Source: an optimization exercise on an open RTL-to-GDS flow (aim: small area, a short achievable clock period and few clock cycles per item). Production flows keep margins and buffers that such runs may drop.
Where RTL was checked, it was by simulation tests only, not by an equivalence proof against the original.
Power figures rest on the tool's default switching activity, not on a simulated workload.

==> flow/design.v <==
`timescale 1ns/1ps
module kmeans_top #(
    parameter int num_pixels = 100,
    parameter int iterations = 3
) (
    input  logic                clk,
    input  logic                reset,
    input  logic                start,
    output logic [16-1:0]   pixel_addr,
    input  logic signed [16-1:0] a_data,
    input  logic                cluster_id_rdata,
    input  logic                rgb_dark,
    output logic                cluster_id_we,
    output logic                cluster_id_wdata,
    output logic                lab_clear,
    output logic                done_kmeans,
    output logic                done_cluster
);
    localparam int SW = 16;    
    localparam int AW = 7;               
    localparam int QW = 16;              
    localparam int RW = 7;               
    localparam int TW = RW + QW;         
    localparam logic [1:0] M_IDLE = 2'd0;
    localparam logic [1:0] M_RD   = 2'd1;    
    localparam logic [1:0] M_DV   = 2'd2;    
    localparam logic [1:0] M_IL   = 2'd3;    
    localparam logic [AW-1:0] LAST   = AW'(num_pixels - 1);
    localparam logic [AW-1:0] DV_JMP = AW'(128 - QW - 4);
    localparam logic [QW-1:0] C0U = QW'(0 + 32768);
    localparam logic [QW-1:0] C1U = QW'(5 + 32768);
    logic [1:0]    mode;
    logic          pass2;
    logic [AW-1:0] addr;     
    logic [AW-1:0] bddr;     
    logic [AW-1:0] binc;
    assign binc = bddr + 1'b1;
    logic          ph;       
    logic          ilf;      
    logic          dv, dvf;  
    logic          lv, lvf;  
    logic [SW-1:0] u_q;
    logic          lab_q, labn_q, sn_q, id_q, dark_q;
    logic [QW-1:0] lo0, lo1;
    logic [RW-1:0] hi0, hi1;
    logic          c0, c1;
    logic [TW-1:0] acc0, acc1;
    assign acc0 = {hi0 + RW'(c0), lo0};
    assign acc1 = {hi1 + RW'(c1), lo1};
    logic [AW-1:0] n0, n1;
    logic [QW+1:0] v;
    logic          fin1_q;   
    logic          fin_q;    
    logic          divstep;  
    logic          we_q, wd_q, lc_q, dk_q, dc_q;
    assign pixel_addr       = {{(16-AW){1'b0}}, addr};
    assign cluster_id_we    = we_q;
    assign cluster_id_wdata = wd_q;
    assign lab_clear        = lc_q;
    assign done_kmeans      = dk_q;
    assign done_cluster     = dc_q;
    logic [SW-1:0] u_in;
    logic          sel;
    assign u_in = {~a_data[SW-1], a_data[SW-2:0]};
    assign sel  = (n1 > n0);
    logic idle, vclr;
    assign idle    = (mode == M_IDLE);
    assign vclr    = divstep && (&addr[3:0]);
    function automatic logic [TW-1:0] dstep(
        input logic [TW-1:0] s,
        input logic [AW-1:0] den
    );
        logic [RW:0]   r2;
        logic [RW+1:0] t;
        r2 = s[TW-1:QW-1];
        t  = {1'b0, r2} - {2'b00, den};
        if (!t[RW+1])
            dstep = {t[RW-1:0], s[QW-2:0], 1'b1};
        else
            dstep = {r2[RW-1:0], s[QW-2:0], 1'b0};
    endfunction
    logic [TW-1:0] ds0, ds1;
    assign ds0 = dstep({hi0, lo0}, n0);
    assign ds1 = dstep({hi1, lo1}, n1);
    function automatic logic [QW-1:0] due_bits(input logic [QW-1:0] c);
        for (int i = 0; i < QW; i++)
            due_bits[i] = c[(QW + 14 - i) % QW];
    endfunction
    localparam logic [QW-1:0] C0D = due_bits(C0U);
    localparam logic [QW-1:0] C1D = due_bits(C1U);
    logic       b0, b1, bq0, bq1;
    assign b0 = (n0 == '0) ? C0D[addr[3:0]] : ds0[0];
    assign b1 = (n1 == '0) ? C1D[addr[3:0]] : ds1[0];
    logic kq0, kq1;
    logic x0, x1, x2;
    assign x0 = !fin_q & (bq0 ^ bq1);
    assign x1 = fin_q ? (kq0 ^ kq1) : (bq0 & bq1);
    assign x2 = fin_q & kq0 & kq1;
    logic [QW:0] vt, vinc, vpre;
    logic        vc1;
    assign vt = v[QW:0];
    assign vc1 = (vt[0] & x1) | x2;
    assign vpre[0] = 1'b0;
    assign vpre[1] = vc1;
    for (genvar i = 2; i <= QW; i++)
    begin : g_vpre
        assign vpre[i] = vc1 & (&vt[i-1:1]);
    end
    assign vinc = {vt[QW:1] ^ vpre[QW:1], vt[0] ^ x1};
    logic [QW:0] acc_sum0, acc_sum1;
    assign acc_sum0 = {1'b0, lo0} + {1'b0, u_q};
    assign acc_sum1 = {1'b0, lo1} + {1'b0, u_q};
    always_ff @(posedge clk)
    begin
        u_q    <= u_in;
        lab_q  <= (u_in > v[QW+1:2]);
        labn_q <= !(u_in > v[QW+1:2]);
        sn_q   <= (a_data < (-10));
        id_q   <= cluster_id_rdata;
        dark_q <= rgb_dark;
    end
    always_ff @(posedge clk)
    begin
        if (idle || fin_q)
        begin
            {hi0, c0, lo0} <= '0;
            {hi1, c1, lo1} <= '0;
            n0   <= '0;
            n1   <= '0;
        end
        else if (divstep)
        begin
            {hi0, lo0} <= ds0;
            {hi1, lo1} <= ds1;
            c0 <= 1'b0;
            c1 <= 1'b0;
        end
        else
        begin
            hi0 <= acc0[TW-1:QW];
            hi1 <= acc1[TW-1:QW];
            c0  <= 1'b0;
            c1  <= 1'b0;
        end
        if (lv && !lvf)
        begin
            if (lab_q)
                {c1, lo1} <= acc_sum1;
            else
                {c0, lo0} <= acc_sum0;
            if (mode != M_IL || sn_q)
            begin
                if (labn_q)
                    n0 <= n0 + 1'b1;
                else
                    n1 <= n1 + 1'b1;
            end
        end
        if (divstep)
        begin
            bq0 <= b0;
            bq1 <= b1;
        end
        if (fin1_q)
        begin
            kq0 <= (n0 != '0) && !lo0[QW-1] && (|hi0);
            kq1 <= (n1 != '0) && !lo1[QW-1] && (|hi1);
        end
        if (idle)
            v <= {({1'b0, C0U} + {1'b0, C1U}), 1'b0};
        else if (vclr)
            v <= '0;
        else if (divstep || fin1_q || fin_q)
            v <= {vinc, x0};
    end
    always_ff @(posedge clk)
    begin
        if (reset)
        begin
            mode  <= M_IDLE;
            pass2 <= 1'b0;
            addr  <= '0;
            bddr  <= '0;
            ph    <= 1'b0;
            ilf   <= 1'b0;
            dv    <= 1'b0;
            dvf   <= 1'b0;
            lv    <= 1'b0;
            lvf   <= 1'b0;
            fin1_q <= 1'b0;
            fin_q <= 1'b0;
            divstep <= 1'b0;
            we_q  <= 1'b0;
            wd_q  <= 1'b0;
            lc_q  <= 1'b0;
            dk_q  <= 1'b0;
            dc_q  <= 1'b0;
        end
        else
        begin
            lv    <= dv;
            lvf   <= dvf;
            dv    <= 1'b0;
            dvf   <= 1'b0;
            fin1_q <= 1'b0;
            fin_q <= fin1_q;
            divstep <= 1'b0;
            we_q  <= 1'b0;
            lc_q  <= 1'b0;
            case (mode)
                M_IDLE:
                    if (start)
                    begin
                        dv    <= 1'b1;
                        addr  <= binc;
                        bddr  <= binc;
                        mode  <= M_RD;
                        pass2 <= 1'b0;
                        dk_q  <= 1'b0;
                        dc_q  <= 1'b0;
                    end
                M_RD:
                begin
                    dv <= 1'b1;
                    if (bddr == LAST)
                    begin
                        addr <= DV_JMP;
                        bddr <= DV_JMP;
                        mode <= M_DV;
                    end
                    else
                    begin
                        addr <= binc;
                        bddr <= binc;
                    end
                end
                M_DV:
                begin
                    addr    <= binc;
                    bddr    <= binc;
                    divstep <= (bddr >= DV_JMP + 2'd2) && (bddr <= 7'd125);
                    fin1_q  <= (bddr == 7'd126);
                    if (&bddr)
                    begin
                        pass2 <= 1'b1;
                        ph    <= 1'b0;
                        ilf   <= 1'b0;
                        mode  <= pass2 ? M_IL : M_RD;
                    end
                end
                default:  
                begin
                    ph <= ~ph;
                    if (!ph)
                    begin
                        dv   <= (addr <= LAST);
                        dvf  <= ilf;
                        addr <= bddr;
                        bddr <= addr;
                        if (lv)
                        begin
                            we_q <= 1'b1;
                            if (lvf)
                            begin
                                wd_q <= ~(id_q ^ sel);
                                lc_q <= (id_q ^ sel) | dark_q;
                                dk_q <= 1'b1;
                            end
                            else
                                wd_q <= !labn_q;
                        end
                    end
                    else
                    begin
                        if (dk_q && addr == LAST)
                        begin
                            addr <= '0;
                            bddr <= '0;
                            dc_q <= 1'b1;
                            mode <= M_IDLE;
                        end
                        else if (bddr == LAST)
                        begin
                            addr <= ilf ? AW'(num_pixels) : '0;
                            ilf  <= 1'b1;
                        end
                        else
                            addr <= binc;
                    end
                end
            endcase
        end
    end
endmodule
clock: 5.5 ns
lec_check: 0
abc_area: 1
cap_margin: 20
core_margin: 2
core_utilization: 40
cts_buf_list: sky130_fd_sc_hd__clkbuf_8
setup_slack_margin: 3.5
slew_margin: 20
standard.sh (not shown) runs the stock make flow with config.mk's settings and CLKGATE_MAP_FILE= SYNTH_SCRIPT=/design/flow/synth_recipe.tcl, a recipe that flattens the netlist after the stock synthesis.
==> flow/flow/run.sh <==
#!/bin/bash
set -euo pipefail
bash standard.sh finish "BUFFER_PORTS_ARGS=-buffer_cell sky130_fd_sc_hd__buf_4" \
    > standard_flow.log 2>&1
==> next run, changes <==
--- a/flow/design.v
+++ b/flow/design.v
@@ -29,14 +29,11 @@
     localparam logic [AW-1:0] DV_JMP = AW'(128 - QW - 4);
     localparam logic [QW-1:0] C0U = QW'(0 + 32768);
     localparam logic [QW-1:0] C1U = QW'(5 + 32768);
     logic [1:0]    mode;
     logic          pass2;
-    logic [AW-1:0] addr;     
-    logic [AW-1:0] bddr;     
-    logic [AW-1:0] binc;
-    assign binc = bddr + 1'b1;
+    logic [AW-1:0] addr;
     logic          ph;       
     logic          ilf;      
     logic          dv, dvf;  
     logic          lv, lvf;  
     logic [SW-1:0] u_q;
@@ -178,11 +175,10 @@
         if (reset)
         begin
             mode  <= M_IDLE;
             pass2 <= 1'b0;
             addr  <= '0;
-            bddr  <= '0;
             ph    <= 1'b0;
             ilf   <= 1'b0;
             dv    <= 1'b0;
             dvf   <= 1'b0;
             lv    <= 1'b0;
@@ -210,39 +206,33 @@
             case (mode)
                 M_IDLE:
                     if (start)
                     begin
                         dv    <= 1'b1;
-                        addr  <= binc;
-                        bddr  <= binc;
+                        addr  <= addr + 1'b1;
                         mode  <= M_RD;
                         pass2 <= 1'b0;
                         dk_q  <= 1'b0;
                         dc_q  <= 1'b0;
                     end
                 M_RD:
                 begin
                     dv <= 1'b1;
-                    if (bddr == LAST)
+                    if (addr == LAST)
                     begin
                         addr <= DV_JMP;
-                        bddr <= DV_JMP;
                         mode <= M_DV;
                     end
                     else
-                    begin
-                        addr <= binc;
-                        bddr <= binc;
-                    end
+                        addr <= addr + 1'b1;
                 end
                 M_DV:
                 begin
-                    addr    <= binc;
-                    bddr    <= binc;
-                    divstep <= (bddr >= DV_JMP + 2'd2) && (bddr <= 7'd125);
-                    fin1_q  <= (bddr == 7'd126);
-                    if (&bddr)
+                    addr    <= addr + 1'b1;
+                    divstep <= (addr >= DV_JMP + 2'd2) && (addr <= 7'd125);
+                    fin1_q  <= (addr == 7'd126);
+                    if (&addr)
                     begin
                         pass2 <= 1'b1;
                         ph    <= 1'b0;
                         ilf   <= 1'b0;
                         mode  <= pass2 ? M_IL : M_RD;
@@ -253,12 +243,11 @@
                     ph <= ~ph;
                     if (!ph)
                     begin
                         dv   <= (addr <= LAST);
                         dvf  <= ilf;
-                        addr <= bddr;
-                        bddr <= addr;
+                        addr <= (addr == '0) ? LAST : addr - 1'b1;
                         if (lv)
                         begin
                             we_q <= 1'b1;
                             if (lvf)
                             begin
@@ -270,24 +259,28 @@
                                 wd_q <= !labn_q;
                         end
                     end
                     else
                     begin
-                        if (dk_q && addr == LAST)
+                        if (addr == LAST)
+                        begin
+                            if (dk_q)
+                            begin
+                                addr <= '0;
+                                dc_q <= 1'b1;
+                                mode <= M_IDLE;
+                            end
+                            else
+                                addr <= AW'(1);
+                        end
+                        else if (!ilf && addr == LAST - 1'b1)
                         begin
                             addr <= '0;
-                            bddr <= '0;
-                            dc_q <= 1'b1;
-                            mode <= M_IDLE;
-                        end
-                        else if (bddr == LAST)
-                        begin
-                            addr <= ilf ? AW'(num_pixels) : '0;
                             ilf  <= 1'b1;
                         end
                         else
-                            addr <= binc;
+                            addr <= addr + 2'd2;
                     end
                 end
             endcase
         end
     end
What happened: The new run passed the timing, DRC and antenna checks; critical path depth stays the same; sequential power fell by about 9%; design area rose by 0.42%; global-route usage is about the same; power rose by 2.3%; wire length hardly moves; maximum frequency hardly moves; clock power rose by about 0.4%.
Testbench counts after the change, summed over its fixed seeds: cycles 30,824, jobs 48.
Function not checked in the first run of this note: the RTL went through the layout flow alone.

-- static timing again, ports no longer ideal --
No port has a modelled driver above. Below, the same layouts with a new extraction and two added sets of constraints. Step 1 (the two cells are an assumption about what drives the block):
set clk [get_ports {clk}]
set_driving_cell -lib_cell sky130_fd_sc_hd__clkbuf_16 $clk
set_driving_cell -lib_cell sky130_fd_sc_hd__buf_2 [delete_from_list [all_inputs] $clk]
Step 2 times the ports against the registers' clock, not the clock port: input delays grow and output delays shrink by t, the midpoint of the rising clock arrivals with the driver on. Three values: no drivers, after step 1, after step 2; two values: the first two.
run	t (ns)	slack for setup (ns)	worst slew at a driven data input, ns	pins driven straight from the clock port
the first run	0.495	3.467 / 3.424 / 3.210	0.04	1
the second run	0.485	3.466 / 3.426 / 3.224	0.04	1
After both steps setup and hold are still met in every run listed. For the first run, which loses most, drivers alone change the setup slack by -0.043 ns; drivers and shift together by -0.257 ns.
